Background: an optimization exercise with open tools, aiming at small area, a short achievable clock period and few clock cycles per item. Do not read the settings as production practice.
In this exercise RTL edits were held to simulation tests only and were not proved equivalent to the original.

## flow/design.v (module list and top-level ports; edited modules follow where they fit)
// module crpe_weights: 3032 lines
// module crpe_coef: 1578 lines
// module crpe_blend: 4353 lines
// module catmull_rom_point_evaluator_unit: 154 lines
module catmull_rom_point_evaluator_unit (
  input  logic                          clk,
  input  logic                          rst_n,
  input  logic                          in_valid,
  output logic                          in_ready,
  input  logic [crpe_pkg::T_FRAC_BITS-1:0] in_t_frac,
  output logic                          out_valid,
  input  logic                          out_ready,
  output logic [crpe_pkg::COORD_WIDTH-1:0] curve_x,
  output logic [crpe_pkg::COORD_WIDTH-1:0] curve_y,
  input  logic                          psel,
  input  logic                          penable,
  input  logic                          pwrite,
  input  logic [crpe_pkg::CFG_AW-1:0]   paddr,
  input  logic [crpe_pkg::CFG_DW-1:0]   pwdata,
  output logic [crpe_pkg::CFG_DW-1:0]   prdata,
  output logic                          pready
);
  // ...
==> flow/flow/run.sh <==
#!/bin/bash
# The standard layout (standard.sh, all steps), with Yosys's synth command
# given -noabc: the generic ABC pass before full-adder extraction is skipped,
# so that the explicit adder trees of the RTL reach extract_fa as written.
# The buffers that ABC inserts are removed at floorplan (REMOVE_ABC_BUFFERS),
# leaving buffering to OpenROAD's repair. The registers are those of the
# standard synthesis. Each tool's output goes to the ORFS logs under
# orfs/logs; make's output goes to standard_flow.log.
set -euo pipefail
bash standard.sh SYNTH_ARGS=-noabc REMOVE_ABC_BUFFERS=1 finish > standard_flow.log 2>&1
==> flow/standard.sh <==
#!/bin/bash
# synth_recipe.tcl (not shown) runs the flow's synth.tcl, then flattens the netlist and writes it again
# the make line also repeats each setting of config.mk as NAME=value (left out here)
make -C /OpenROAD-flow-scripts/flow DESIGN_CONFIG=/design/flow/config.mk WORK_HOME=/design/flow/orfs CLKGATE_MAP_FILE= SYNTH_SCRIPT=/design/flow/synth_recipe.tcl "${@:-finish}"
==> flow/config.mk <==
export PLATFORM = sky130hd
export DESIGN_NAME = catmull_rom_point_evaluator_unit
export DESIGN_NICKNAME = catmull_rom_point_evaluator_unit
export VERILOG_FILES = /design/flow/design.v
export SDC_FILE = /design/flow/constraint.sdc
export NUM_CORES = 4
export LEC_CHECK = 0
export ABC_AREA = 1
export CAP_MARGIN = 20
export CORE_MARGIN = 2
export CORE_UTILIZATION = 40
export CTS_CLUSTER_DIAMETER = 120
export CTS_CLUSTER_SIZE = 20
export SETUP_SLACK_MARGIN = 5
export SLEW_MARGIN = 20
==> flow/constraint.sdc <==
create_clock -name core_clock -period 10.0 [get_ports {clk}]
set_input_delay 2.0000 -clock core_clock [delete_from_list [all_inputs] [get_ports {clk}]]
set_output_delay 2.0000 -clock core_clock [all_outputs]
set_load 0.01 [all_outputs]
==> flow_summary.toml, run 1 <==
[finish]
multi_input_area_share = 0.624
clock_area_frac = 0.0157
antenna_cells = 2
nMultiInputCombCells = 5196
final_common_cell = "fa_1"

[global_routing]
grt_max_degree = 129
global_route.peak_usage_layer = "met2"
gr-total-overflow = 0
track_usage = 0.267
met1_usage = 0.345

[placement]
place_area_um2 = 79500

[die]
tap_cells = 2511
start_util = 0.403
num_rows = 160

[synthesis]
synth_top_area_share = 0.309

[hold_path]
hold_depth = 2

[drt]
top_layer = "met5"
wl_per_cell_um = 26.9
drt_iter0_markers = 7438

[cts]
clk_latency_ns = 0.70

[sta]
fin_skew_ns = 0.0528
fin_setup_tns_ns = 0

[setup_path]
cp_max_fo = 5

[run_status]
status = "no timing/DRC/antenna violations"
Testbench counts, summed over its fixed seeds: cycles 9,536, items 8,192.
==> run 2, diff against run 1 <==
--- a/flow/design.v
+++ b/flow/design.v
@@ -6752,19 +6752,19 @@
   logic b_2105;
   logic b_2106;
   logic b_2107;
   logic b_2108;
   logic b_2109;
   logic b_2110;
   logic b_2111;
   logic b_2112;
-  logic [16:0] s4hi;
-  logic nz;
   logic b_2113;
+  logic nz;
+  logic [16:0] s4hi;
   logic b_2114;
   logic b_2115;
   logic b_2116;
   logic b_2117;
   logic b_2118;
   logic b_2119;
   logic b_2120;
   logic b_2121;
@@ -6805,16 +6805,17 @@
   logic b_2156;
   logic b_2157;
   logic b_2158;
   logic b_2159;
   logic b_2160;
   logic b_2161;
   logic b_2162;
   logic b_2163;
+  logic b_2164;
   logic [16:0] q;
   assign b_0 = e1_2[0] ^ 1'b0;
   assign b_1 = (e1_2[1] & ~e1_2[0] & ~1'b0) | (~e1_2[1] & e1_2[0] & 1'b0);
   assign b_2 = e1_2[1];
   assign b_3 = e1_2[2] ^ e1_2[1];
   assign b_4 = (e1_2[3] & ~e1_2[2] & ~e1_2[1]) | (~e1_2[3] & e1_2[2] & e1_2[1]);
   assign b_5 = e1_2[3];
   assign b_6 = e1_2[4] ^ e1_2[3];
@@ -8579,412 +8580,417 @@
   assign b_1765 = b_1764 ^ b_1659;
   assign b_1766 = (b_1656 & b_1661) | (b_1764 & b_1659);
   assign b_1767 = b_1667 ^ b_1662;
   assign b_1768 = b_1767 ^ b_1670;
   assign b_1769 = (b_1667 & b_1662) | (b_1767 & b_1670);
   assign b_1770 = b_335 ^ b_183;
   assign b_1771 = b_1770 ^ b_1668;
   assign b_1772 = (b_335 & b_183) | (b_1770 & b_1668);
-  assign b_1773 = s3[0] ^ s3[1];
-  assign b_1774 = s3[0] & s3[1];
-  assign b_1775 = s3[3] ^ s3[4];
-  assign b_1776 = b_1775 ^ s3[5];
-  assign b_1777 = (s3[3] & s3[4]) | (b_1775 & s3[5]);
-  assign b_1778 = s3[6] ^ s3[7];
-  assign b_1779 = b_1778 ^ s3[8];
-  assign b_1780 = (s3[6] & s3[7]) | (b_1778 & s3[8]);
-  assign b_1781 = s3[9] ^ s3[10];
-  assign b_1782 = b_1781 ^ s3[11];
-  assign b_1783 = (s3[9] & s3[10]) | (b_1781 & s3[11]);
-  assign b_1784 = s3[12] ^ s3[13];
-  assign b_1785 = b_1784 ^ s3[14];
-  assign b_1786 = (s3[12] & s3[13]) | (b_1784 & s3[14]);
-  assign b_1787 = s3[15] ^ s3[16];
-  assign b_1788 = b_1787 ^ s3[17];
-  assign b_1789 = (s3[15] & s3[16]) | (b_1787 & s3[17]);
-  assign b_1790 = s3[18] ^ s3[19];
-  assign b_1791 = b_1790 ^ s3[20];
-  assign b_1792 = (s3[18] & s3[19]) | (b_1790 & s3[20]);
-  assign b_1793 = s3[21] ^ s3[22];
-  assign b_1794 = b_1793 ^ s3[23];
-  assign b_1795 = (s3[21] & s3[22]) | (b_1793 & s3[23]);
-  assign b_1796 = s3[24] ^ s3[25];
-  assign b_1797 = b_1796 ^ s3[26];
-  assign b_1798 = (s3[24] & s3[25]) | (b_1796 & s3[26]);
-  assign b_1799 = s3[27] ^ s3[28];
-  assign b_1800 = b_1799 ^ s3[29];
-  assign b_1801 = (s3[27] & s3[28]) | (b_1799 & s3[29]);
-  assign b_1802 = s3[30] ^ s3[31];
-  assign b_1803 = b_1802 ^ s3[32];
-  assign b_1804 = (s3[30] & s3[31]) | (b_1802 & s3[32]);
-  assign b_1805 = s3[33] ^ s3[34];
-  assign b_1806 = b_1805 ^ s3[35];
-  assign b_1807 = (s3[33] & s3[34]) | (b_1805 & s3[35]);
-  assign b_1808 = s3[36] ^ s3[37];
-  assign b_1809 = b_1808 ^ s3[38];
-  assign b_1810 = (s3[36] & s3[37]) | (b_1808 & s3[38]);
-  assign b_1811 = s3[39] ^ s3[40];
-  assign b_1812 = b_1811 ^ s3[41];
-  assign b_1813 = (s3[39] & s3[40]) | (b_1811 & s3[41]);
-  assign b_1814 = s3[42] ^ s3[43];
-  assign b_1815 = b_1814 ^ s3[44];
-  assign b_1816 = (s3[42] & s3[43]) | (b_1814 & s3[44]);
-  assign b_1817 = s3[45] ^ s3[46];
-  assign b_1818 = b_1817 ^ s3[47];
-  assign b_1819 = (s3[45] & s3[46]) | (b_1817 & s3[47]);
-  assign b_1820 = s3[48] ^ s3[49];
-  assign b_1821 = b_1820 ^ s3[50];
-  assign b_1822 = (s3[48] & s3[49]) | (b_1820 & s3[50]);
-  assign b_1823 = s3[51] ^ s3[52];
-  assign b_1824 = b_1823 ^ s3[53];
-  assign b_1825 = (s3[51] & s3[52]) | (b_1823 & s3[53]);
-  assign b_1826 = s3[54] ^ s3[55];
-  assign b_1827 = b_1826 ^ s3[56];
-  assign b_1828 = (s3[54] & s3[55]) | (b_1826 & s3[56]);
-  assign b_1829 = s3[57] ^ s3[58];
-  assign b_1830 = b_1829 ^ s3[59];
-  assign b_1831 = (s3[57] & s3[58]) | (b_1829 & s3[59]);
-  assign b_1832 = s3[60] ^ s3[61];
-  assign b_1833 = b_1832 ^ s3[62];
-  assign b_1834 = (s3[60] & s3[61]) | (b_1832 & s3[62]);
-  assign b_1835 = s3[63] ^ s3[64];
-  assign b_1836 = b_1835 ^ s3[65];
-  assign b_1837 = (s3[63] & s3[64]) | (b_1835 & s3[65]);
-  assign b_1838 = s3[66] ^ s3[67];
-  assign b_1839 = b_1838 ^ s3[68];
-  assign b_1840 = (s3[66] & s3[67]) | (b_1838 & s3[68]);
-  assign b_1841 = s3[69] ^ s3[70];
-  assign b_1842 = b_1841 ^ s3[71];
-  assign b_1843 = (s3[69] & s3[70]) | (b_1841 & s3[71]);
-  assign b_1844 = s3[72] ^ s3[73];
-  assign b_1845 = b_1844 ^ s3[74];
-  assign b_1846 = (s3[72] & s3[73]) | (b_1844 & s3[74]);
-  assign b_1847 = s3[75] ^ s3[76];
-  assign b_1848 = b_1847 ^ s3[77];
-  assign b_1849 = (s3[75] & s3[76]) | (b_1847 & s3[77]);
-  assign b_1850 = s3[78] ^ s3[79];
-  assign b_1851 = b_1850 ^ s3[80];
-  assign b_1852 = (s3[78] & s3[79]) | (b_1850 & s3[80]);
-  assign b_1853 = s3[81] ^ s3[82];
-  assign b_1854 = b_1853 ^ s3[83];
-  assign b_1855 = (s3[81] & s3[82]) | (b_1853 & s3[83]);
-  assign b_1856 = s3[84] ^ s3[85];
-  assign b_1857 = b_1856 ^ s3[86];
-  assign b_1858 = (s3[84] & s3[85]) | (b_1856 & s3[86]);
-  assign b_1859 = s3[87] ^ s3[88];
-  assign b_1860 = b_1859 ^ s3[89];
-  assign b_1861 = (s3[87] & s3[88]) | (b_1859 & s3[89]);
-  assign b_1862 = s3[90] ^ s3[91];
-  assign b_1863 = b_1862 ^ s3[92];
-  assign b_1864 = (s3[90] & s3[91]) | (b_1862 & s3[92]);
-  assign b_1865 = s3[93] ^ s3[94];
-  assign b_1866 = b_1865 ^ s3[95];
-  assign b_1867 = (s3[93] & s3[94]) | (b_1865 & s3[95]);
-  assign b_1868 = s3[96] ^ s3[97];
-  assign b_1869 = b_1868 ^ s3[98];
-  assign b_1870 = (s3[96] & s3[97]) | (b_1868 & s3[98]);
-  assign b_1871 = s3[99] ^ s3[100];
-  assign b_1872 = b_1871 ^ s3[101];
-  assign b_1873 = (s3[99] & s3[100]) | (b_1871 & s3[101]);
-  assign b_1874 = b_1773 ^ s3[2];
-  assign b_1875 = ~b_1874;
-  assign b_1876 = b_1774 ^ b_1776;
-  assign b_1877 = ~(b_1876 ^ (b_1773 | s3[2]));
-  assign b_1878 = b_1777 ^ b_1779;
-  assign b_1879 = ~(b_1878 ^ (b_1774 | b_1776));
-  assign b_1880 = b_1780 ^ b_1782;
-  assign b_1881 = ~(b_1880 ^ (b_1777 | b_1779));
-  assign b_1882 = b_1783 ^ b_1785;
-  assign b_1883 = ~(b_1882 ^ (b_1780 | b_1782));
-  assign b_1884 = b_1786 ^ b_1788;
-  assign b_1885 = ~(b_1884 ^ (b_1783 | b_1785));
-  assign b_1886 = b_1789 ^ b_1791;
-  assign b_1887 = ~(b_1886 ^ (b_1786 | b_1788));
-  assign b_1888 = b_1792 ^ b_1794;
-  assign b_1889 = ~(b_1888 ^ (b_1789 | b_1791));
-  assign b_1890 = b_1795 ^ b_1797;
-  assign b_1891 = ~(b_1890 ^ (b_1792 | b_1794));
-  assign b_1892 = b_1798 ^ b_1800;
-  assign b_1893 = ~(b_1892 ^ (b_1795 | b_1797));
-  assign b_1894 = b_1801 ^ b_1803;
-  assign b_1895 = ~(b_1894 ^ (b_1798 | b_1800));
-  assign b_1896 = b_1804 ^ b_1806;
-  assign b_1897 = ~(b_1896 ^ (b_1801 | b_1803));
-  assign b_1898 = b_1807 ^ b_1809;
-  assign b_1899 = ~(b_1898 ^ (b_1804 | b_1806));
-  assign b_1900 = b_1810 ^ b_1812;
-  assign b_1901 = ~(b_1900 ^ (b_1807 | b_1809));
-  assign b_1902 = b_1813 ^ b_1815;
-  assign b_1903 = ~(b_1902 ^ (b_1810 | b_1812));
-  assign b_1904 = b_1816 ^ b_1818;
-  assign b_1905 = ~(b_1904 ^ (b_1813 | b_1815));
-  assign b_1906 = b_1819 ^ b_1821;
-  assign b_1907 = ~(b_1906 ^ (b_1816 | b_1818));
-  assign b_1908 = b_1773 & s3[2];
-  assign b_1909 = b_1773 ^ s3[2];
-  assign b_1910 = b_1774 & b_1776;
-  assign b_1911 = b_1774 ^ b_1776;
-  assign b_1912 = b_1777 & b_1779;
-  assign b_1913 = b_1777 ^ b_1779;
-  assign b_1914 = b_1780 & b_1782;
-  assign b_1915 = b_1780 ^ b_1782;
-  assign b_1916 = b_1783 & b_1785;
-  assign b_1917 = b_1783 ^ b_1785;
-  assign b_1918 = b_1786 & b_1788;
-  assign b_1919 = b_1786 ^ b_1788;
-  assign b_1920 = b_1789 & b_1791;
-  assign b_1921 = b_1789 ^ b_1791;
-  assign b_1922 = b_1792 & b_1794;
-  assign b_1923 = b_1792 ^ b_1794;
-  assign b_1924 = b_1795 & b_1797;
-  assign b_1925 = b_1795 ^ b_1797;
-  assign b_1926 = b_1798 & b_1800;
-  assign b_1927 = b_1798 ^ b_1800;
-  assign b_1928 = b_1801 & b_1803;
-  assign b_1929 = b_1801 ^ b_1803;
-  assign b_1930 = b_1804 & b_1806;
-  assign b_1931 = b_1804 ^ b_1806;
-  assign b_1932 = b_1807 & b_1809;
-  assign b_1933 = b_1807 ^ b_1809;
-  assign b_1934 = b_1810 & b_1812;
-  assign b_1935 = b_1810 ^ b_1812;
-  assign b_1936 = b_1813 & b_1815;
-  assign b_1937 = b_1813 ^ b_1815;
-  assign b_1938 = b_1816 & b_1818;
-  assign b_1939 = b_1816 ^ b_1818;
-  assign b_1940 = b_1819 & b_1821;
-  assign b_1941 = b_1819 ^ b_1821;
-  assign b_1942 = b_1822 & b_1824;
-  assign b_1943 = b_1822 ^ b_1824;
-  assign b_1944 = b_1825 & b_1827;
-  assign b_1945 = b_1825 ^ b_1827;
-  assign b_1946 = b_1828 & b_1830;
-  assign b_1947 = b_1828 ^ b_1830;
-  assign b_1948 = b_1831 & b_1833;
-  assign b_1949 = b_1831 ^ b_1833;
-  assign b_1950 = b_1834 & b_1836;
-  assign b_1951 = b_1834 ^ b_1836;
-  assign b_1952 = b_1837 & b_1839;
-  assign b_1953 = b_1837 ^ b_1839;
-  assign b_1954 = b_1840 & b_1842;
-  assign b_1955 = b_1840 ^ b_1842;
-  assign b_1956 = b_1843 & b_1845;
-  assign b_1957 = b_1843 ^ b_1845;
-  assign b_1958 = b_1846 & b_1848;
-  assign b_1959 = b_1846 ^ b_1848;
-  assign b_1960 = b_1849 & b_1851;
-  assign b_1961 = b_1849 ^ b_1851;
-  assign b_1962 = b_1852 & b_1854;
-  assign b_1963 = b_1852 ^ b_1854;
-  assign b_1964 = b_1855 & b_1857;
-  assign b_1965 = b_1855 ^ b_1857;
-  assign b_1966 = b_1858 & b_1860;
-  assign b_1967 = b_1858 ^ b_1860;
-  assign b_1968 = b_1861 & b_1863;
-  assign b_1969 = b_1861 ^ b_1863;
-  assign b_1970 = b_1864 & b_1866;
-  assign b_1971 = b_1864 ^ b_1866;
-  assign b_1972 = b_1867 & b_1869;
-  assign b_1973 = b_1867 ^ b_1869;
-  assign b_1974 = b_1870 & b_1872;
-  assign b_1975 = b_1870 ^ b_1872;
-  assign b_1976 = b_1910 | (b_1911 & b_1908);
-  assign b_1977 = b_1911 & b_1909;
-  assign b_1978 = b_1914 | (b_1915 & b_1912);
-  assign b_1979 = b_1915 & b_1913;
-  assign b_1980 = b_1918 | (b_1919 & b_1916);
-  assign b_1981 = b_1919 & b_1917;
-  assign b_1982 = b_1922 | (b_1923 & b_1920);
-  assign b_1983 = b_1923 & b_1921;
-  assign b_1984 = b_1926 | (b_1927 & b_1924);
-  assign b_1985 = b_1927 & b_1925;
-  assign b_1986 = b_1930 | (b_1931 & b_1928);
-  assign b_1987 = b_1931 & b_1929;
-  assign b_1988 = b_1934 | (b_1935 & b_1932);
-  assign b_1989 = b_1935 & b_1933;
-  assign b_1990 = b_1938 | (b_1939 & b_1936);
-  assign b_1991 = b_1939 & b_1937;
-  assign b_1992 = b_1942 | (b_1943 & b_1940);
-  assign b_1993 = b_1943 & b_1941;
-  assign b_1994 = b_1946 | (b_1947 & b_1944);
-  assign b_1995 = b_1947 & b_1945;
-  assign b_1996 = b_1950 | (b_1951 & b_1948);
-  assign b_1997 = b_1951 & b_1949;
-  assign b_1998 = b_1954 | (b_1955 & b_1952);
-  assign b_1999 = b_1955 & b_1953;
-  assign b_2000 = b_1958 | (b_1959 & b_1956);
-  assign b_2001 = b_1959 & b_1957;
-  assign b_2002 = b_1962 | (b_1963 & b_1960);
-  assign b_2003 = b_1963 & b_1961;
-  assign b_2004 = b_1966 | (b_1967 & b_1964);
-  assign b_2005 = b_1967 & b_1965;
-  assign b_2006 = b_1970 | (b_1971 & b_1968);
-  assign b_2007 = b_1971 & b_1969;
-  assign b_2008 = b_1974 | (b_1975 & b_1972);
-  assign b_2009 = b_1975 & b_1973;
-  assign b_2010 = b_1978 | (b_1979 & b_1976);
-  assign b_2011 = b_1979 & b_1977;
-  assign b_2012 = b_1982 | (b_1983 & b_1980);
-  assign b_2013 = b_1983 & b_1981;
-  assign b_2014 = b_1986 | (b_1987 & b_1984);
-  assign b_2015 = b_1987 & b_1985;
-  assign b_2016 = b_1990 | (b_1991 & b_1988);
-  assign b_2017 = b_1991 & b_1989;
-  assign b_2018 = b_1994 | (b_1995 & b_1992);
-  assign b_2019 = b_1995 & b_1993;
-  assign b_2020 = b_1998 | (b_1999 & b_1996);
-  assign b_2021 = b_1999 & b_1997;
-  assign b_2022 = b_2002 | (b_2003 & b_2000);
-  assign b_2023 = b_2003 & b_2001;
-  assign b_2024 = b_2006 | (b_2007 & b_2004);
-  assign b_2025 = b_2007 & b_2005;
-  assign b_2026 = b_2012 | (b_2013 & b_2010);
-  assign b_2027 = b_2013 & b_2011;
-  assign b_2028 = b_2016 | (b_2017 & b_2014);
-  assign b_2029 = b_2017 & b_2015;
-  assign b_2030 = b_2020 | (b_2021 & b_2018);
-  assign b_2031 = b_2021 & b_2019;
-  assign b_2032 = b_2024 | (b_2025 & b_2022);
-  assign b_2033 = b_2025 & b_2023;
-  assign b_2034 = b_2028 | (b_2029 & b_2026);
-  assign b_2035 = b_2029 & b_2027;
-  assign b_2036 = b_2032 | (b_2033 & b_2030);
-  assign b_2037 = b_2033 & b_2031;
-  assign b_2038 = b_2036 | (b_2037 & b_2034);
-  assign b_2039 = b_2037 & b_2035;
-  assign b_2040 = b_2030 | (b_2031 & b_2034);
-  assign b_2041 = b_2031 & b_2035;
-  assign b_2042 = b_2014 | (b_2015 & b_2026);
-  assign b_2043 = b_2015 & b_2027;
-  assign b_2044 = b_2018 | (b_2019 & b_2034);
-  assign b_2045 = b_2019 & b_2035;
-  assign b_2046 = b_2022 | (b_2023 & b_2040);
-  assign b_2047 = b_2023 & b_2041;
-  assign b_2048 = b_1980 | (b_1981 & b_2010);
-  assign b_2049 = b_1981 & b_2011;
-  assign b_2050 = b_1984 | (b_1985 & b_2026);
-  assign b_2051 = b_1985 & b_2027;
-  assign b_2052 = b_1988 | (b_1989 & b_2042);
-  assign b_2053 = b_1989 & b_2043;
-  assign b_2054 = b_1992 | (b_1993 & b_2034);
-  assign b_2055 = b_1993 & b_2035;
-  assign b_2056 = b_1996 | (b_1997 & b_2044);
-  assign b_2057 = b_1997 & b_2045;
-  assign b_2058 = b_2000 | (b_2001 & b_2040);
-  assign b_2059 = b_2001 & b_2041;
-  assign b_2060 = b_2004 | (b_2005 & b_2046);
-  assign b_2061 = b_2005 & b_2047;
-  assign b_2062 = b_2008 | (b_2009 & b_2038);
-  assign b_2063 = b_2009 & b_2039;
-  assign b_2064 = b_1912 | (b_1913 & b_1976);
-  assign b_2065 = b_1913 & b_1977;
-  assign b_2066 = b_1916 | (b_1917 & b_2010);
-  assign b_2067 = b_1917 & b_2011;
-  assign b_2068 = b_1920 | (b_1921 & b_2048);
-  assign b_2069 = b_1921 & b_2049;
-  assign b_2070 = b_1924 | (b_1925 & b_2026);
-  assign b_2071 = b_1925 & b_2027;
-  assign b_2072 = b_1928 | (b_1929 & b_2050);
-  assign b_2073 = b_1929 & b_2051;
-  assign b_2074 = b_1932 | (b_1933 & b_2042);
-  assign b_2075 = b_1933 & b_2043;
-  assign b_2076 = b_1936 | (b_1937 & b_2052);
-  assign b_2077 = b_1937 & b_2053;
-  assign b_2078 = b_1940 | (b_1941 & b_2034);
-  assign b_2079 = b_1941 & b_2035;
-  assign b_2080 = b_1944 | (b_1945 & b_2054);
-  assign b_2081 = b_1945 & b_2055;
-  assign b_2082 = b_1948 | (b_1949 & b_2044);
-  assign b_2083 = b_1949 & b_2045;
-  assign b_2084 = b_1952 | (b_1953 & b_2056);
-  assign b_2085 = b_1953 & b_2057;
-  assign b_2086 = b_1956 | (b_1957 & b_2040);
-  assign b_2087 = b_1957 & b_2041;
-  assign b_2088 = b_1960 | (b_1961 & b_2058);
-  assign b_2089 = b_1961 & b_2059;
-  assign b_2090 = b_1964 | (b_1965 & b_2046);
-  assign b_2091 = b_1965 & b_2047;
-  assign b_2092 = b_1968 | (b_1969 & b_2060);
-  assign b_2093 = b_1969 & b_2061;
-  assign b_2094 = b_1972 | (b_1973 & b_2038);
-  assign b_2095 = b_1973 & b_2039;
-  assign b_2096 = b_1943 ^ b_2078;
-  assign b_2097 = b_1945 ^ b_2054;
-  assign b_2098 = b_1947 ^ b_2080;
-  assign b_2099 = b_1949 ^ b_2044;
-  assign b_2100 = b_1951 ^ b_2082;
-  assign b_2101 = b_1953 ^ b_2056;
-  assign b_2102 = b_1955 ^ b_2084;
-  assign b_2103 = b_1957 ^ b_2040;
-  assign b_2104 = b_1959 ^ b_2086;
-  assign b_2105 = b_1961 ^ b_2058;
-  assign b_2106 = b_1963 ^ b_2088;
-  assign b_2107 = b_1965 ^ b_2046;
-  assign b_2108 = b_1967 ^ b_2090;
-  assign b_2109 = b_1969 ^ b_2060;
-  assign b_2110 = b_1971 ^ b_2092;
-  assign b_2111 = b_1973 ^ b_2038;
-  assign b_2112 = b_1975 ^ b_2094;
-  assign s4hi = {b_2112, b_2111, b_2110, b_2109, b_2108, b_2107, b_2106, b_2105, b_2104, b_2103, b_2102, b_2101, b_2100, b_2099, b_2098, b_2097, b_2096};
-  assign nz = ~(b_1875 & b_1877 & b_1879 & b_1881 & b_1883 & b_1885 & b_1887 & b_1889 & b_1891 & b_1893 & b_1895 & b_1897 & b_1899 & b_1901 & b_1903 & b_1905 & b_1907);
-  assign b_2113 = s4hi[16] & nz;
-  assign b_2114 = s4hi[1] & s4hi[0];
-  assign b_2115 = s4hi[3] & s4hi[2];
-  assign b_2116 = s4hi[5] & s4hi[4];
-  assign b_2117 = s4hi[7] & s4hi[6];
-  assign b_2118 = s4hi[9] & s4hi[8];
-  assign b_2119 = s4hi[11] & s4hi[10];
-  assign b_2120 = s4hi[13] & s4hi[12];
-  assign b_2121 = s4hi[15] & s4hi[14];
-  assign b_2122 = s4hi[2] & b_2114;
-  assign b_2123 = b_2115 & b_2114;
-  assign b_2124 = s4hi[6] & b_2116;
-  assign b_2125 = b_2117 & b_2116;
-  assign b_2126 = s4hi[10] & b_2118;
-  assign b_2127 = b_2119 & b_2118;
-  assign b_2128 = s4hi[14] & b_2120;
-  assign b_2129 = b_2121 & b_2120;
-  assign b_2130 = s4hi[4] & b_2123;
-  assign b_2131 = b_2116 & b_2123;
-  assign b_2132 = b_2124 & b_2123;
-  assign b_2133 = b_2125 & b_2123;
-  assign b_2134 = s4hi[12] & b_2127;
-  assign b_2135 = b_2120 & b_2127;
-  assign b_2136 = b_2128 & b_2127;
-  assign b_2137 = b_2129 & b_2127;
-  assign b_2138 = s4hi[8] & b_2133;
-  assign b_2139 = b_2118 & b_2133;
-  assign b_2140 = b_2126 & b_2133;
-  assign b_2141 = b_2127 & b_2133;
-  assign b_2142 = b_2134 & b_2133;
-  assign b_2143 = b_2135 & b_2133;
-  assign b_2144 = b_2136 & b_2133;
-  assign b_2145 = b_2137 & b_2133;
-  assign b_2146 = s4hi[16] & b_2145;
-  assign b_2147 = s4hi[0] ^ b_2113;
-  assign b_2148 = s4hi[1] ^ (b_2113 & s4hi[0]);
-  assign b_2149 = s4hi[2] ^ (b_2113 & b_2114);
-  assign b_2150 = s4hi[3] ^ (b_2113 & b_2122);
-  assign b_2151 = s4hi[4] ^ (b_2113 & b_2123);
-  assign b_2152 = s4hi[5] ^ (b_2113 & b_2130);
-  assign b_2153 = s4hi[6] ^ (b_2113 & b_2131);
-  assign b_2154 = s4hi[7] ^ (b_2113 & b_2132);
-  assign b_2155 = s4hi[8] ^ (b_2113 & b_2133);
-  assign b_2156 = s4hi[9] ^ (b_2113 & b_2138);
-  assign b_2157 = s4hi[10] ^ (b_2113 & b_2139);
-  assign b_2158 = s4hi[11] ^ (b_2113 & b_2140);
-  assign b_2159 = s4hi[12] ^ (b_2113 & b_2141);
-  assign b_2160 = s4hi[13] ^ (b_2113 & b_2142);
-  assign b_2161 = s4hi[14] ^ (b_2113 & b_2143);
-  assign b_2162 = s4hi[15] ^ (b_2113 & b_2144);
-  assign b_2163 = s4hi[16] ^ (b_2113 & b_2145);
-  assign q = {b_2163, b_2162, b_2161, b_2160, b_2159, b_2158, b_2157, b_2156, b_2155, b_2154, b_2153, b_2152, b_2151, b_2150, b_2149, b_2148, b_2147};
-  logic [101:0] s3;
-  always_ff @(posedge clk) if (en) s3 <= {b_1671, b_1771, b_1769, b_1665, b_1768, b_1766, b_1664, b_1765, b_1763, b_1658, b_1762, b_1760, b_1647, b_1759, b_1757, b_1646, b_1756, b_1754, b_1640, b_1753, b_1751, b_1634, b_1750, b_1748, b_1628, b_1747, b_1745, b_1622, b_1744, b_1742, b_1616, b_1741, b_1739, b_1610, b_1738, b_1736, b_1604, b_1735, b_1733, b_1598, b_1732, b_1730, b_1592, b_1729, b_1727, b_1586, b_1726, b_1724, b_1580, b_1723, b_1721, b_1574, b_1720, b_1718, b_1568, b_1717, b_1715, b_1562, b_1714, b_1712, b_1556, b_1711, b_1709, b_1550, b_1708, b_1706, b_1544, b_1705, b_1703, b_1538, b_1702, b_1700, b_1532, b_1699, b_1697, b_1526, b_1696, b_1694, b_1520, b_1693, b_1691, b_1514, b_1690, b_1688, b_1508, b_1687, b_1685, b_1502, b_1684, b_1682, b_1496, b_1681, b_1679, b_1491, b_1678, b_1676, b_25, b_1675, b_1673, b_24, b_184, b_1672};
+  assign b_1773 = b_1672 ^ b_184;
+  assign b_1774 = b_1672 & b_184;
+  assign b_1775 = b_1673 ^ b_25;
+  assign b_1776 = b_1775 ^ b_1675;
+  assign b_1777 = (b_1673 & b_25) | (b_1775 & b_1675);
+  assign b_1778 = b_1676 ^ b_1491;
+  assign b_1779 = b_1778 ^ b_1678;
+  assign b_1780 = (b_1676 & b_1491) | (b_1778 & b_1678);
+  assign b_1781 = b_1496 ^ b_1679;
+  assign b_1782 = b_1781 ^ b_1681;
+  assign b_1783 = (b_1496 & b_1679) | (b_1781 & b_1681);
+  assign b_1784 = b_1682 ^ b_1502;
+  assign b_1785 = b_1784 ^ b_1684;
+  assign b_1786 = (b_1682 & b_1502) | (b_1784 & b_1684);
+  assign b_1787 = b_1685 ^ b_1508;
+  assign b_1788 = b_1787 ^ b_1687;
+  assign b_1789 = (b_1685 & b_1508) | (b_1787 & b_1687);
+  assign b_1790 = b_1688 ^ b_1514;
+  assign b_1791 = b_1790 ^ b_1690;
+  assign b_1792 = (b_1688 & b_1514) | (b_1790 & b_1690);
+  assign b_1793 = b_1691 ^ b_1520;
+  assign b_1794 = b_1793 ^ b_1693;
+  assign b_1795 = (b_1691 & b_1520) | (b_1793 & b_1693);
+  assign b_1796 = b_1773 & b_24;
+  assign b_1797 = b_1773 ^ b_24;
+  assign b_1798 = b_1774 & b_1776;
+  assign b_1799 = b_1774 ^ b_1776;
+  assign b_1800 = b_1777 & b_1779;
+  assign b_1801 = b_1777 ^ b_1779;
+  assign b_1802 = b_1780 & b_1782;
+  assign b_1803 = b_1780 ^ b_1782;
+  assign b_1804 = b_1783 & b_1785;
+  assign b_1805 = b_1783 ^ b_1785;
+  assign b_1806 = b_1786 & b_1788;
+  assign b_1807 = b_1786 ^ b_1788;
+  assign b_1808 = b_1789 & b_1791;
+  assign b_1809 = b_1789 ^ b_1791;
+  assign b_1810 = b_1792 & b_1794;
+  assign b_1811 = b_1792 ^ b_1794;
+  assign b_1812 = b_1798 | (b_1799 & b_1796);
+  assign b_1813 = b_1799 & b_1797;
+  assign b_1814 = b_1802 | (b_1803 & b_1800);
+  assign b_1815 = b_1803 & b_1801;
+  assign b_1816 = b_1806 | (b_1807 & b_1804);
+  assign b_1817 = b_1807 & b_1805;
+  assign b_1818 = b_1810 | (b_1811 & b_1808);
+  assign b_1819 = b_1811 & b_1809;
+  assign b_1820 = b_1800 | (b_1801 & b_1812);
+  assign b_1821 = b_1801 & b_1813;
+  assign b_1822 = b_1814 | (b_1815 & b_1812);
+  assign b_1823 = b_1815 & b_1813;
+  assign b_1824 = b_1808 | (b_1809 & b_1816);
+  assign b_1825 = b_1809 & b_1817;
+  assign b_1826 = b_1818 | (b_1819 & b_1816);
+  assign b_1827 = b_1819 & b_1817;
+  assign b_1828 = b_1804 | (b_1805 & b_1822);
+  assign b_1829 = b_1805 & b_1823;
+  assign b_1830 = b_1816 | (b_1817 & b_1822);
+  assign b_1831 = b_1817 & b_1823;
+  assign b_1832 = b_1824 | (b_1825 & b_1822);
+  assign b_1833 = b_1825 & b_1823;
+  assign b_1834 = b_1826 | (b_1827 & b_1822);
+  assign b_1835 = b_1827 & b_1823;
+  assign b_1836 = b_1799 ^ b_1796;
+  assign b_1837 = b_1801 ^ b_1812;
+  assign b_1838 = b_1803 ^ b_1820;
+  assign b_1839 = b_1805 ^ b_1822;
+  assign b_1840 = b_1807 ^ b_1828;
+  assign b_1841 = b_1809 ^ b_1830;
+  assign b_1842 = b_1811 ^ b_1832;
+  assign b_1843 = s3[0] ^ s3[1];
+  assign b_1844 = s3[0] & s3[1];
+  assign b_1845 = s3[4] ^ s3[5];
+  assign b_1846 = s3[4] & s3[5];
+  assign b_1847 = s3[7] ^ s3[8];
+  assign b_1848 = s3[7] & s3[8];
+  assign b_1849 = s3[10] ^ s3[11];
+  assign b_1850 = s3[10] & s3[11];
+  assign b_1851 = s3[13] ^ s3[14];
+  assign b_1852 = s3[13] & s3[14];
+  assign b_1853 = s3[16] ^ s3[17];
+  assign b_1854 = s3[16] & s3[17];
+  assign b_1855 = s3[19] ^ s3[20];
+  assign b_1856 = s3[19] & s3[20];
+  assign b_1857 = s3[22] ^ s3[23];
+  assign b_1858 = s3[22] & s3[23];
+  assign b_1859 = s3[25] ^ s3[26];
+  assign b_1860 = s3[25] & s3[26];
+  assign b_1861 = s3[28] ^ s3[29];
+  assign b_1862 = s3[28] & s3[29];
+  assign b_1863 = s3[31] ^ s3[32];
+  assign b_1864 = s3[31] & s3[32];
+  assign b_1865 = s3[34] ^ s3[35];
+  assign b_1866 = s3[34] & s3[35];
+  assign b_1867 = s3[37] ^ s3[38];
+  assign b_1868 = s3[37] & s3[38];
+  assign b_1869 = s3[40] ^ s3[41];
+  assign b_1870 = s3[40] & s3[41];
+  assign b_1871 = s3[43] ^ s3[44];
+  assign b_1872 = s3[43] & s3[44];
+  assign b_1873 = s3[46] ^ s3[47];
+  assign b_1874 = s3[46] & s3[47];
+  assign b_1875 = s3[49] ^ s3[50];
+  assign b_1876 = s3[49] & s3[50];
+  assign b_1877 = s3[52] ^ s3[53];
+  assign b_1878 = s3[52] & s3[53];
+  assign b_1879 = s3[55] ^ s3[56];
+  assign b_1880 = s3[55] & s3[56];
+  assign b_1881 = s3[58] ^ s3[59];
+  assign b_1882 = s3[58] & s3[59];
+  assign b_1883 = s3[61] ^ s3[62];
+  assign b_1884 = s3[61] & s3[62];
+  assign b_1885 = s3[64] ^ s3[65];
+  assign b_1886 = s3[64] & s3[65];
+  assign b_1887 = s3[67] ^ s3[68];
+  assign b_1888 = s3[67] & s3[68];
+  assign b_1889 = s3[70] ^ s3[71];
+  assign b_1890 = s3[70] & s3[71];
+  assign b_1891 = s3[73] ^ s3[74];
+  assign b_1892 = s3[73] & s3[74];
+  assign b_1893 = s3[76] ^ s3[77];
+  assign b_1894 = s3[76] & s3[77];
+  assign b_1895 = s3[2] ^ s3[3];
+  assign b_1896 = s3[2] & s3[3];
+  assign b_1897 = s3[6] ^ b_1844;
+  assign b_1898 = b_1897 ^ b_1845;
+  assign b_1899 = (s3[6] & b_1844) | (b_1897 & b_1845);
+  assign b_1900 = s3[9] ^ b_1846;
+  assign b_1901 = b_1900 ^ b_1847;
+  assign b_1902 = (s3[9] & b_1846) | (b_1900 & b_1847);
+  assign b_1903 = s3[12] ^ b_1848;
+  assign b_1904 = b_1903 ^ b_1849;
+  assign b_1905 = (s3[12] & b_1848) | (b_1903 & b_1849);
+  assign b_1906 = s3[15] ^ b_1850;
+  assign b_1907 = b_1906 ^ b_1851;
+  assign b_1908 = (s3[15] & b_1850) | (b_1906 & b_1851);
+  assign b_1909 = s3[18] ^ b_1852;
+  assign b_1910 = b_1909 ^ b_1853;
+  assign b_1911 = (s3[18] & b_1852) | (b_1909 & b_1853);
+  assign b_1912 = s3[21] ^ b_1854;
+  assign b_1913 = b_1912 ^ b_1855;
+  assign b_1914 = (s3[21] & b_1854) | (b_1912 & b_1855);
+  assign b_1915 = s3[24] ^ b_1856;
+  assign b_1916 = b_1915 ^ b_1857;
+  assign b_1917 = (s3[24] & b_1856) | (b_1915 & b_1857);
+  assign b_1918 = s3[27] ^ b_1858;
+  assign b_1919 = b_1918 ^ b_1859;
+  assign b_1920 = (s3[27] & b_1858) | (b_1918 & b_1859);
+  assign b_1921 = s3[30] ^ b_1860;
+  assign b_1922 = b_1921 ^ b_1861;
+  assign b_1923 = (s3[30] & b_1860) | (b_1921 & b_1861);
+  assign b_1924 = s3[33] ^ b_1862;
+  assign b_1925 = b_1924 ^ b_1863;
+  assign b_1926 = (s3[33] & b_1862) | (b_1924 & b_1863);
+  assign b_1927 = s3[36] ^ b_1864;
+  assign b_1928 = b_1927 ^ b_1865;
+  assign b_1929 = (s3[36] & b_1864) | (b_1927 & b_1865);
+  assign b_1930 = s3[39] ^ b_1866;
+  assign b_1931 = b_1930 ^ b_1867;
+  assign b_1932 = (s3[39] & b_1866) | (b_1930 & b_1867);
+  assign b_1933 = s3[42] ^ b_1868;
+  assign b_1934 = b_1933 ^ b_1869;
+  assign b_1935 = (s3[42] & b_1868) | (b_1933 & b_1869);
+  assign b_1936 = s3[45] ^ b_1870;
+  assign b_1937 = b_1936 ^ b_1871;
+  assign b_1938 = (s3[45] & b_1870) | (b_1936 & b_1871);
+  assign b_1939 = s3[48] ^ b_1872;
+  assign b_1940 = b_1939 ^ b_1873;
+  assign b_1941 = (s3[48] & b_1872) | (b_1939 & b_1873);
+  assign b_1942 = s3[51] ^ b_1874;
+  assign b_1943 = b_1942 ^ b_1875;
+  assign b_1944 = (s3[51] & b_1874) | (b_1942 & b_1875);
+  assign b_1945 = s3[54] ^ b_1876;
+  assign b_1946 = b_1945 ^ b_1877;
+  assign b_1947 = (s3[54] & b_1876) | (b_1945 & b_1877);
+  assign b_1948 = s3[57] ^ b_1878;
+  assign b_1949 = b_1948 ^ b_1879;
+  assign b_1950 = (s3[57] & b_1878) | (b_1948 & b_1879);
+  assign b_1951 = s3[60] ^ b_1880;
+  assign b_1952 = b_1951 ^ b_1881;
+  assign b_1953 = (s3[60] & b_1880) | (b_1951 & b_1881);
+  assign b_1954 = s3[63] ^ b_1882;
+  assign b_1955 = b_1954 ^ b_1883;
+  assign b_1956 = (s3[63] & b_1882) | (b_1954 & b_1883);
+  assign b_1957 = s3[66] ^ b_1884;
+  assign b_1958 = b_1957 ^ b_1885;
+  assign b_1959 = (s3[66] & b_1884) | (b_1957 & b_1885);
+  assign b_1960 = s3[69] ^ b_1886;
+  assign b_1961 = b_1960 ^ b_1887;
+  assign b_1962 = (s3[69] & b_1886) | (b_1960 & b_1887);
+  assign b_1963 = s3[72] ^ b_1888;
+  assign b_1964 = b_1963 ^ b_1889;
+  assign b_1965 = (s3[72] & b_1888) | (b_1963 & b_1889);
+  assign b_1966 = s3[75] ^ b_1890;
+  assign b_1967 = b_1966 ^ b_1891;
+  assign b_1968 = (s3[75] & b_1890) | (b_1966 & b_1891);
+  assign b_1969 = s3[78] ^ b_1892;
+  assign b_1970 = b_1969 ^ b_1893;
+  assign b_1971 = (s3[78] & b_1892) | (b_1969 & b_1893);
+  assign b_1972 = b_1895 & b_1843;
+  assign b_1973 = b_1895 ^ b_1843;
+  assign b_1974 = b_1896 & b_1898;
+  assign b_1975 = b_1896 ^ b_1898;
+  assign b_1976 = b_1899 & b_1901;
+  assign b_1977 = b_1899 ^ b_1901;
+  assign b_1978 = b_1902 & b_1904;
+  assign b_1979 = b_1902 ^ b_1904;
+  assign b_1980 = b_1905 & b_1907;
+  assign b_1981 = b_1905 ^ b_1907;
+  assign b_1982 = b_1908 & b_1910;
+  assign b_1983 = b_1908 ^ b_1910;
+  assign b_1984 = b_1911 & b_1913;
+  assign b_1985 = b_1911 ^ b_1913;
+  assign b_1986 = b_1914 & b_1916;
+  assign b_1987 = b_1914 ^ b_1916;
+  assign b_1988 = b_1917 & b_1919;
+  assign b_1989 = b_1917 ^ b_1919;
+  assign b_1990 = b_1920 & b_1922;
+  assign b_1991 = b_1920 ^ b_1922;
+  assign b_1992 = b_1923 & b_1925;
+  assign b_1993 = b_1923 ^ b_1925;
+  assign b_1994 = b_1926 & b_1928;
+  assign b_1995 = b_1926 ^ b_1928;
+  assign b_1996 = b_1929 & b_1931;
+  assign b_1997 = b_1929 ^ b_1931;
+  assign b_1998 = b_1932 & b_1934;
+  assign b_1999 = b_1932 ^ b_1934;
+  assign b_2000 = b_1935 & b_1937;
+  assign b_2001 = b_1935 ^ b_1937;
+  assign b_2002 = b_1938 & b_1940;
+  assign b_2003 = b_1938 ^ b_1940;
+  assign b_2004 = b_1941 & b_1943;
+  assign b_2005 = b_1941 ^ b_1943;
+  assign b_2006 = b_1944 & b_1946;
+  assign b_2007 = b_1944 ^ b_1946;
+  assign b_2008 = b_1947 & b_1949;
+  assign b_2009 = b_1947 ^ b_1949;
+  assign b_2010 = b_1950 & b_1952;
+  assign b_2011 = b_1950 ^ b_1952;
+  assign b_2012 = b_1953 & b_1955;
+  assign b_2013 = b_1953 ^ b_1955;
+  assign b_2014 = b_1956 & b_1958;
+  assign b_2015 = b_1956 ^ b_1958;
+  assign b_2016 = b_1959 & b_1961;
+  assign b_2017 = b_1959 ^ b_1961;
+  assign b_2018 = b_1962 & b_1964;
+  assign b_2019 = b_1962 ^ b_1964;
+  assign b_2020 = b_1965 & b_1967;
+  assign b_2021 = b_1965 ^ b_1967;
+  assign b_2022 = b_1968 & b_1970;
+  assign b_2023 = b_1968 ^ b_1970;
+  assign b_2024 = b_1972 | (b_1973 & s3c[0]);
+  assign b_2025 = b_1976 | (b_1977 & b_1974);
+  assign b_2026 = b_1977 & b_1975;
+  assign b_2027 = b_1980 | (b_1981 & b_1978);
+  assign b_2028 = b_1981 & b_1979;
+  assign b_2029 = b_1984 | (b_1985 & b_1982);
+  assign b_2030 = b_1985 & b_1983;
+  assign b_2031 = b_1988 | (b_1989 & b_1986);
+  assign b_2032 = b_1989 & b_1987;
+  assign b_2033 = b_1992 | (b_1993 & b_1990);
+  assign b_2034 = b_1993 & b_1991;
+  assign b_2035 = b_1996 | (b_1997 & b_1994);
+  assign b_2036 = b_1997 & b_1995;
+  assign b_2037 = b_2000 | (b_2001 & b_1998);
+  assign b_2038 = b_2001 & b_1999;
+  assign b_2039 = b_2004 | (b_2005 & b_2002);
+  assign b_2040 = b_2005 & b_2003;
+  assign b_2041 = b_2008 | (b_2009 & b_2006);
+  assign b_2042 = b_2009 & b_2007;
+  assign b_2043 = b_2012 | (b_2013 & b_2010);
+  assign b_2044 = b_2013 & b_2011;
+  assign b_2045 = b_2016 | (b_2017 & b_2014);
+  assign b_2046 = b_2017 & b_2015;
+  assign b_2047 = b_2020 | (b_2021 & b_2018);
+  assign b_2048 = b_2021 & b_2019;
+  assign b_2049 = b_2025 | (b_2026 & b_2024);
+  assign b_2050 = b_2029 | (b_2030 & b_2027);
+  assign b_2051 = b_2030 & b_2028;
+  assign b_2052 = b_2033 | (b_2034 & b_2031);
+  assign b_2053 = b_2034 & b_2032;
+  assign b_2054 = b_2037 | (b_2038 & b_2035);
+  assign b_2055 = b_2038 & b_2036;
+  assign b_2056 = b_2041 | (b_2042 & b_2039);
+  assign b_2057 = b_2042 & b_2040;
+  assign b_2058 = b_2045 | (b_2046 & b_2043);
+  assign b_2059 = b_2046 & b_2044;
+  assign b_2060 = b_2050 | (b_2051 & b_2049);
+  assign b_2061 = b_2054 | (b_2055 & b_2052);
+  assign b_2062 = b_2055 & b_2053;
+  assign b_2063 = b_2058 | (b_2059 & b_2056);
+  assign b_2064 = b_2059 & b_2057;
+  assign b_2065 = b_2061 | (b_2062 & b_2060);
+  assign b_2066 = b_2063 | (b_2064 & b_2065);
+  assign b_2067 = b_2052 | (b_2053 & b_2060);
+  assign b_2068 = b_2056 | (b_2057 & b_2065);
+  assign b_2069 = b_2027 | (b_2028 & b_2049);
+  assign b_2070 = b_2031 | (b_2032 & b_2060);
+  assign b_2071 = b_2035 | (b_2036 & b_2067);
+  assign b_2072 = b_2039 | (b_2040 & b_2065);
+  assign b_2073 = b_2043 | (b_2044 & b_2068);
+  assign b_2074 = b_2047 | (b_2048 & b_2066);
+  assign b_2075 = b_1974 | (b_1975 & b_2024);
+  assign b_2076 = b_1978 | (b_1979 & b_2049);
+  assign b_2077 = b_1982 | (b_1983 & b_2069);
+  assign b_2078 = b_1986 | (b_1987 & b_2060);
+  assign b_2079 = b_1990 | (b_1991 & b_2070);
+  assign b_2080 = b_1994 | (b_1995 & b_2067);
+  assign b_2081 = b_1998 | (b_1999 & b_2071);
+  assign b_2082 = b_2002 | (b_2003 & b_2065);
+  assign b_2083 = b_2006 | (b_2007 & b_2072);
+  assign b_2084 = b_2010 | (b_2011 & b_2068);
+  assign b_2085 = b_2014 | (b_2015 & b_2073);
+  assign b_2086 = b_2018 | (b_2019 & b_2066);
+  assign b_2087 = b_2022 | (b_2023 & b_2074);
+  assign b_2088 = b_1973 ^ s3c[0];
+  assign b_2089 = b_1975 ^ b_2024;
+  assign b_2090 = b_1977 ^ b_2075;
+  assign b_2091 = b_1979 ^ b_2049;
+  assign b_2092 = b_1981 ^ b_2076;
+  assign b_2093 = b_1983 ^ b_2069;
+  assign b_2094 = b_1985 ^ b_2077;
+  assign b_2095 = b_1987 ^ b_2060;
+  assign b_2096 = b_1989 ^ b_2078;
+  assign b_2097 = b_1991 ^ b_2070;
+  assign b_2098 = b_1993 ^ b_2079;
+  assign b_2099 = b_1995 ^ b_2067;
+  assign b_2100 = b_1997 ^ b_2080;
+  assign b_2101 = b_1999 ^ b_2071;
+  assign b_2102 = b_2001 ^ b_2081;
+  assign b_2103 = b_2003 ^ b_2065;
+  assign b_2104 = b_2005 ^ b_2082;
+  assign b_2105 = b_2007 ^ b_2072;
+  assign b_2106 = b_2009 ^ b_2083;
+  assign b_2107 = b_2011 ^ b_2068;
+  assign b_2108 = b_2013 ^ b_2084;
+  assign b_2109 = b_2015 ^ b_2073;
+  assign b_2110 = b_2017 ^ b_2085;
+  assign b_2111 = b_2019 ^ b_2066;
+  assign b_2112 = b_2021 ^ b_2086;
+  assign b_2113 = b_2023 ^ b_2074;
+  assign nz = s3lo[0] | s3lo[1] | s3lo[2] | s3lo[3] | s3lo[4] | s3lo[5] | s3lo[6] | s3lo[7] | b_2088 | b_2089 | b_2090 | b_2091 | b_2092 | b_2093 | b_2094 | b_2095 | b_2096;
+  assign s4hi = {b_2113, b_2112, b_2111, b_2110, b_2109, b_2108, b_2107, b_2106, b_2105, b_2104, b_2103, b_2102, b_2101, b_2100, b_2099, b_2098, b_2097};
+  assign b_2114 = s4hi[16] & nz;
+  assign b_2115 = s4hi[1] & s4hi[0];
+  assign b_2116 = s4hi[3] & s4hi[2];
+  assign b_2117 = s4hi[5] & s4hi[4];
+  assign b_2118 = s4hi[7] & s4hi[6];
+  assign b_2119 = s4hi[9] & s4hi[8];
+  assign b_2120 = s4hi[11] & s4hi[10];
+  assign b_2121 = s4hi[13] & s4hi[12];
+  assign b_2122 = s4hi[15] & s4hi[14];
+  assign b_2123 = s4hi[2] & b_2115;
+  assign b_2124 = b_2116 & b_2115;
+  assign b_2125 = s4hi[6] & b_2117;
+  assign b_2126 = b_2118 & b_2117;
+  assign b_2127 = s4hi[10] & b_2119;
+  assign b_2128 = b_2120 & b_2119;
+  assign b_2129 = s4hi[14] & b_2121;
+  assign b_2130 = b_2122 & b_2121;
+  assign b_2131 = s4hi[4] & b_2124;
+  assign b_2132 = b_2117 & b_2124;
+  assign b_2133 = b_2125 & b_2124;
+  assign b_2134 = b_2126 & b_2124;
+  assign b_2135 = s4hi[12] & b_2128;
+  assign b_2136 = b_2121 & b_2128;
+  assign b_2137 = b_2129 & b_2128;
+  assign b_2138 = b_2130 & b_2128;
+  assign b_2139 = s4hi[8] & b_2134;
+  assign b_2140 = b_2119 & b_2134;
+  assign b_2141 = b_2127 & b_2134;
+  assign b_2142 = b_2128 & b_2134;
+  assign b_2143 = b_2135 & b_2134;
+  assign b_2144 = b_2136 & b_2134;
+  assign b_2145 = b_2137 & b_2134;
+  assign b_2146 = b_2138 & b_2134;
+  assign b_2147 = s4hi[16] & b_2146;
+  assign b_2148 = s4hi[0] ^ b_2114;
+  assign b_2149 = s4hi[1] ^ (b_2114 & s4hi[0]);
+  assign b_2150 = s4hi[2] ^ (b_2114 & b_2115);
+  assign b_2151 = s4hi[3] ^ (b_2114 & b_2123);
+  assign b_2152 = s4hi[4] ^ (b_2114 & b_2124);
+  assign b_2153 = s4hi[5] ^ (b_2114 & b_2131);
+  assign b_2154 = s4hi[6] ^ (b_2114 & b_2132);
+  assign b_2155 = s4hi[7] ^ (b_2114 & b_2133);
+  assign b_2156 = s4hi[8] ^ (b_2114 & b_2134);
+  assign b_2157 = s4hi[9] ^ (b_2114 & b_2139);
+  assign b_2158 = s4hi[10] ^ (b_2114 & b_2140);
+  assign b_2159 = s4hi[11] ^ (b_2114 & b_2141);
+  assign b_2160 = s4hi[12] ^ (b_2114 & b_2142);
+  assign b_2161 = s4hi[13] ^ (b_2114 & b_2143);
+  assign b_2162 = s4hi[14] ^ (b_2114 & b_2144);
+  assign b_2163 = s4hi[15] ^ (b_2114 & b_2145);
+  assign b_2164 = s4hi[16] ^ (b_2114 & b_2146);
+  assign q = {b_2164, b_2163, b_2162, b_2161, b_2160, b_2159, b_2158, b_2157, b_2156, b_2155, b_2154, b_2153, b_2152, b_2151, b_2150, b_2149, b_2148};
+  logic [78:0] s3;
+  always_ff @(posedge clk) if (en) s3 <= {b_1671, b_1771, b_1769, b_1665, b_1768, b_1766, b_1664, b_1765, b_1763, b_1658, b_1762, b_1760, b_1647, b_1759, b_1757, b_1646, b_1756, b_1754, b_1640, b_1753, b_1751, b_1634, b_1750, b_1748, b_1628, b_1747, b_1745, b_1622, b_1744, b_1742, b_1616, b_1741, b_1739, b_1610, b_1738, b_1736, b_1604, b_1735, b_1733, b_1598, b_1732, b_1730, b_1592, b_1729, b_1727, b_1586, b_1726, b_1724, b_1580, b_1723, b_1721, b_1574, b_1720, b_1718, b_1568, b_1717, b_1715, b_1562, b_1714, b_1712, b_1556, b_1711, b_1709, b_1550, b_1708, b_1706, b_1544, b_1705, b_1703, b_1538, b_1702, b_1700, b_1532, b_1699, b_1697, b_1795, b_1526, b_1696, b_1694};
+  logic [7:0] s3lo;
+  always_ff @(posedge clk) if (en) s3lo <= {b_1842, b_1841, b_1840, b_1839, b_1838, b_1837, b_1836, b_1797};
+  logic [0:0] s3c;
+  always_ff @(posedge clk) if (en) s3c <= b_1834;
   always_ff @(posedge clk) begin
     if (en) coord <= (q[16] != q[15]) ? {q[16], {15{~q[16]}}} : q[15:0];
   end
 endmodule
 module catmull_rom_point_evaluator_unit (
   input  logic                          clk,
   input  logic                          rst_n,
   input  logic                          in_valid,
==> run 2 against run 1 <==
  * Die area is 0.46% lower
  * Largest cell class unchanged
  * Still clean
  * Synthesized cell count about the same
  * Synthesized area shrank 0.47%
  * Clock skew fell by 0.0038 ns
  * Highest routed layer is now met4
==> flow_summary.toml, run 2 <==
[run_status]
status = "no timing/DRC/antenna violations"

[drt]
wl_um = 269000
drt_iter0_markers = 7724
drtAntennaViolNets = 0
routed-via-count = 58800
post-route-drc-count = 0
viasPerCell = 5.99
firstDrtPassIters = 8
wl_per_cell_um = 27.4

[sta]
hold_ws_ns = 0.463
postLayoutSetupSlackWorst_ns = 4.95
max_freq_mhz = 198
tightest_slew_ns = 1.26
fin_skew_ns = 0.0490
slew_headroom = 0.152
period_needed_ns = 5.05
slew_viol_final = 0
rsz0062_at_grt = "yes"
fin_crit_sh = 0.505
hold_violations = 0
setup_viol = 0

[synthesis]
synth.area.top_cells = "fa_1 31%, edfxtp_1 23%, xor2_1 13%"
synth_edf_count = 588
ys_types = 56
synth_fa_ha_area_frac = 0.378
synth_simple_gate_area_frac = 0.0647
synth_compound_area_frac = 0.110
yosys.area.top_type = "fa_1"
ys_warn_count = 4
synth_common_cells = "1195 x fa_1, 1090 x xor2_1, 954 x o22ai_1"
synthXorXnorAreaFrac = 0.129
synthFlopType = "edfxtp_1"
synth_seq_cells = 634
avgSynthCellArea_um2 = 10.4
synth_top_family_by_area = "adder cells"
post-synth-top-count-cell = "fa_1"
synth_top_area_share = 0.314
async_flop_share = 0
synth_area_um2 = 76100
ys_seq_area_frac = 0.244
synth_mux_area_frac = 0.00324
syn_inst = 7299

[setup_path]
worst-r2r-cell-count = 9
path_class = "reg -> reg"
cp-start-kind = "flop"
worstPathArrival_ns = 5.48
regToRegSetupSlack_ns = 4.95
critPathRequiredTime_ns = 10.44
rr_startpoint = "u_weights.eu2[20]"
critPathCaptureType = "flop"
r2r-end = "u_blend_y.s3[50]"
cp_max_fo = 27

[placement]
placedCellCount = 9540
io_buffer_count = 91
pre_cts_slack_ns = 3.90
place.gp.congestion = 0.994
hpwlAfterDp_um = 192000

[die]
num_io_pins = 127
die_y_um = 440
die_x_um = 440
start_util = 0.402
num_rows = 160
core_area_um2 = 190000
fp.dieArea_um2 = 194000

[finish]
final.fill_count = 17800
drive_gt1_frac = 0.0839
top_regs = "pt_r x128, u_blend_x.s3 x79, u_blend_y.s3 x79"
finalNetCount = 8910
largest_register_ffs = 128
syn2layout_area_growth_pct = 9.33
layout_common_cells = "1184 x fa_1, 1084 x xor2_1, 948 x o22ai_1"
stdcell_count = 9812
final_common_cell = "fa_1"
regMostFlops = "pt_r"

[hold_path]
hold_depth = 2
hold_path_class = "reg -> reg"
hp-start = "vld_r[3]"
hold_end = "vld_r[4]"

[global_routing]
gr-total-overflow = 0
antenna_found_initial = 6
grt_max_degree = 86
track_usage = 0.274
grt_pass1_wl_um = 394000
grt_pass1_vias = 60400

[cts]
cts_tree = "done"
clk_pin_slew_ns = 0.09
numCtsBuffers = 41
cts_hold_buf = 0
cts.sinks = 634
cts_buffer_depth = 3
clockRootBuffer = "clkbuf_16"
htree_levels = 2
clk_latency_ns = 0.72

[run]
max-cap-violations = 0
## run 2: final cells by class
class / count / area (um^2) / area share
antenna: 8 / 20.0 / 0.000241
clock buffer: 59 / 1120 / 0.0135
clock inverter: 11 / 139 / 0.00167
inverter: 903 / 3620 / 0.0435
multi-input combinational: 5278 / 52700 / 0.633
sequential: 634 / 18600 / 0.223
tap: 2511 / 3140 / 0.0377
timing repair buffer: 407 / 3900 / 0.0469
timing repair inverter: 1 / 7.51 / 0.0000902
## run 2: timing repair
item | in CTS | in global routing
gates resized for setup | 125 | 125
pin swaps | 10 | 30
cloned | 3 | 1
setup buffers | 118 | 72
hold endpoints to repair | 0 | 0
setup endpoints to repair | 207 | 139
## run 2: kinds of logic (layout without fill, tap and decap cells)
family,after synthesis,in the layout
AOI/OAI and AO/OA,1357,1357
xor gates and xnor gates,1119,1119
adders and majority gates,1584,1584
buffers and inverters,1402,1381
DFF,634,634
muxes,22,22
other,2,25
and+or+nand+nor,1179,1179
## run 2: critical path, cell delays in order, from the launching register on
cell and delay [ns]:
edfxtp_1 0.33, buf_4 0.61, inv_1 0.79, xor2_1 0.38, fa_1 0.53, inv_1 0.08
fa_1 0.54, fa_1 0.46, fa_1 0.52, fa_1 0.49
## run 2: worst max-delay path by stage
| stage | cells past startpoint | endpoint | from | slack [ns] |
|---|---|---|---|---|
| after floorplan | 3 | skid_t[0] | out_ready | -1.55 |
| after global placement | 12 | u_blend_x.s3[32] | u_weights.e1_2[13] | 3.99 |
| after detailed placement | 12 | u_blend_y.s3[38] | u_weights.e1_2[13] | 3.90 |
| after CTS | 12 | u_blend_y.s3[38] | u_weights.e1_2[13] | 4.99 |
| after global routing | 18 | u_weights.e1_2[13] | u_weights.tt1[12] | 4.88 |
| final | 9 | u_blend_y.s3[50] | u_weights.eu2[20] | 4.95 |
## run 2: per-layer routing
metal	vias to the layer above	global-route usage	wire length [um]
met1	29500	0.350	101000
met5	-	0.000496	0
met4	0	0.158	19500
met3	1014	0.0795	31400
met2	4039	0.414	117000
li1	24300	-	-
## run 2: per-stage QoR
step / utilization / area, um^2 / TNS [ns]
after floorplan: - / 74200 / -24.73
after CTS: 0.433 / 82100 / 0
after detailed placement: 0.418 / 79200 / 0
after global routing: 0.439 / 83200 / 0
after global placement: 0.418 / 79200 / 0
final: 0.439 / 83200 / 0
Testbench counts of run 2, summed over its fixed seeds: cycles 9,536, items 8,192.
==> run 3, diff against run 2 <==
--- a/flow/config.mk
+++ b/flow/config.mk
@@ -13,2 +13,3 @@
 export CTS_CLUSTER_SIZE = 20
+export GPL_ROUTABILITY_DRIVEN = 0
 export SETUP_SLACK_MARGIN = 5
==> run 3 against run 2 <==
  * Die area did not move
  * Wire length fell by 1.2%
  * Critical path depth rose by 2
  * Sequential cell count did not move
  * Hold slack got worse by 0.0025 ns
  * Global-route usage fell by 0.42 points
  * First-iteration DRC count fell by 4.9%
  * Synthesized area did not move
  * Sequential share of layout area barely moved
==> flow_summary.toml, run 3 <==
[run_status]
status = "no timing/DRC/antenna violations"

[finish]
largest_register_ffs = 128
top_regs = "pt_r x128, u_blend_x.s3 x79, u_blend_y.s3 x79"
regMostFlops = "pt_r"
finalNetCount = 8912
drive_gt1_frac = 0.0838
final_common_cell = "fa_1"
stdcell_count = 9817
fin_area_um2 = 83100
layout_common_cells = "1183 x fa_1, 1081 x xor2_1, 948 x o22ai_1"
syn2layout_area_growth_pct = 9.23

[sta]
hold_ws_ns = 0.461
setup_viol = 0
rsz0062_at_grt = "yes"
slew_viol_final = 0
period_needed_ns = 4.96
slew_headroom = 0.195
tightest_slew_ns = 1.20
fin_skew_ns = 0.0248
fin_crit_sh = 0.496
hold_violations = 0
postLayoutSetupSlackWorst_ns = 5.04
max_freq_mhz = 202

[setup_path]
cp_max_fo = 18
critPathMaxStageDelay_ns = 0.62
critPathTopFamily = "adder cells"
path_class = "reg -> reg"
critPathRequiredTime_ns = 10.44
cp-start-kind = "flop"
critPathCaptureType = "flop"
cp_slowest_cell = "fa_1"
critical_path.most_common_cell = "fa_1"
cp_cell_sequence = "buf_12 -> clkinv_4 -> buf_4 -> o22ai_1 -> xor2_1 -> fa_1 -> fa_1 -> fa_1 -> fa_1 -> fa_1 -> fa_1"
worstPathArrival_ns = 5.40
path_buf_inv = 3

[synthesis]
yosys.area.top_type = "fa_1"
post-synth-top-count-cell = "fa_1"
synthFlopType = "edfxtp_1"
synth.area.top_cells = "fa_1 31%, edfxtp_1 23%, xor2_1 13%"
syn_inst = 7299
synth_edf_count = 588
ys_seq_area_frac = 0.244
ys_warn_count = 4
avgSynthCellArea_um2 = 10.4
synth_common_cells = "1195 x fa_1, 1090 x xor2_1, 954 x o22ai_1"
async_flop_share = 0
synth_seq_cells = 634
synth_top_area_share = 0.314
synth_area_um2 = 76100
ys_types = 56

[global_routing]
global_route.peak_usage_layer = "met2"
grt_max_degree = 97
grt_pass1_wl_um = 390000
gr-total-overflow = 0
gr-usage-met3 = 0.0872
track_usage = 0.270
antenna_found_initial = 7
grt_pass1_vias = 60800
grt_use_met2 = 0.405
met1_usage = 0.339

[drt]
drt_iter0_markers = 7344
drtAntennaViolNets = 0
firstDrtPassIters = 8
wl_um = 266000
viasPerCell = 6.04
wl_per_cell_um = 27.1
post-route-drc-count = 0
routed-via-count = 59300

[hold_path]
hold_path_class = "reg -> reg"

[cts]
htree_levels = 2
clk_latency_ns = 0.70
numCtsBuffers = 40
cts.sinks = 634
clockRootBuffer = "clkbuf_16"
cts_tree = "done"
cts_buffer_depth = 3
clk_pin_slew_ns = 0.09
cts_hold_buf = 0

[die]
start_util = 0.402
die_y_um = 440
core_area_um2 = 190000
num_rows = 160
fp.dieArea_um2 = 194000
die_x_um = 440
num_io_pins = 127

[placement]
place_area_um2 = 79300
io_buffer_count = 91
hpwlAfterDp_um = 189000
pre_cts_slack_ns = 4.08
placedCellCount = 9548

[run]
max-cap-violations = 0
run 3: cell counts after synthesis:
Identical to the previous run, type by type.
run 3: final cells by class:
| type | count | area, um^2 |
|---|---|---|
| timing repair buffer | 411 | 3880 |
| sequential | 634 | 18600 |
| tap | 2511 | 3140 |
| clock inverter | 11 | 129 |
| antenna | 11 | 27.5 |
| clock buffer | 58 | 1090 |
| fill | 17800 | 106000 |
| multi-input combinational | 5278 | 52700 |
| inverter | 903 | 3610 |
run 3: worst paths after layout:
path	startpoint	endpoint	slack [ns]	cells past startpoint
worst min register to register	vld_r[3]	vld_r[4]	0.46	2
worst max register to register	u_weights.ee2[12]	u_blend_y.s3[38]	5.04	11
worst max-delay path	u_weights.ee2[12]	u_blend_y.s3[38]	5.04	11
worst min-delay path	vld_r[3]	vld_r[4]	0.46	2
run 3: per-stage QoR:
step / util / setup TNS (ns)
after floorplan: - / -24.73
after global placement: 0.418 / 0
after detailed placement: 0.418 / 0
after CTS: 0.431 / 0
after global routing: 0.438 / 0
final: 0.439 / 0
run 3: repair_timing:
action                                  in CTS  in global routing
endpoints found under the setup margin     206                139
cloned                                       1                  1
setup buffers                               80                107
gates resized for setup                    127                129
pin swaps                                   16                 37
run 3: metal layers:
metal	part of all wire	up-vias	wire [um]
met5	0.00053	-	142
met4	0.075	8	20100
met3	0.12	1085	31800
met2	0.43	4200	115000
met1	0.37	29700	99100
li1	-	24300	-
run 3: cell families (layout without fill, tap and decap cells):
kind of cell,after synthesis,in the layout,share of synthesized area
flip-flops,634,634,0.244
buffers and inverters,1402,1383,0.0707
adder cells (fa/ha/maj),1584,1584,0.378
AO/OA/AOI/OAI,1357,1357,0.110
other,2,28,0.0000987
XOR/XNOR,1119,1119,0.129
AND/OR/NAND/NOR,1179,1179,0.0647
multiplexers,22,22,0.00324
run 3: worst register-to-register path: stages (launching register included):
cell and delay [ns]:
edfxtp_1 0.43, buf_12 0.17, clkinv_4 0.17, buf_4 0.37, o22ai_1 0.16, xor2_1 0.21, fa_1 0.62, fa_1 0.51
fa_1 0.54, fa_1 0.57, fa_1 0.47, fa_1 0.48

[re-timing with driven ports]
The flow's constraints put no driver on any port. The routed layouts listed below were extracted and timed again, unchanged, in two steps.
Step 1 (the two cells are an assumption about what drives the block):
set clk [get_ports {clk}]
set_driving_cell -lib_cell sky130_fd_sc_hd__clkbuf_16 $clk
set_driving_cell -lib_cell sky130_fd_sc_hd__buf_2 [delete_from_list [all_inputs] $clk]
Step 2 also shifts input and output timing later by t, the mid clock arrival at the registers, as if the neighbouring blocks saw the same clock.
Three values: no drivers, after step 1, after step 2; two values: the first two.
| run | t (ns) | slack for setup (ns) | worst hold slack (ns) | worst register clock-pin slew, ns | cell pins on the clock port's net |
|---|---|---|---|---|---|
| run 1 | 0.766 | 4.972 / 4.972 / 4.570 | 0.455 / 0.455 / 0.455 | 0.10 / 0.10 | 1 |
| run 2 | 0.768 | 4.954 / 4.954 / 4.808 | 0.463 / 0.463 / 0.463 | 0.10 / 0.10 | 1 |
| run 3 | 0.768 | 5.043 / 5.043 / 4.984 | 0.461 / 0.461 / 0.461 | 0.09 / 0.09 | 1 |
After both steps setup and hold are still met in every run listed. The setup slack of run 1, which loses most, moves by 0.000 ns with the drivers and by -0.402 ns with both steps.
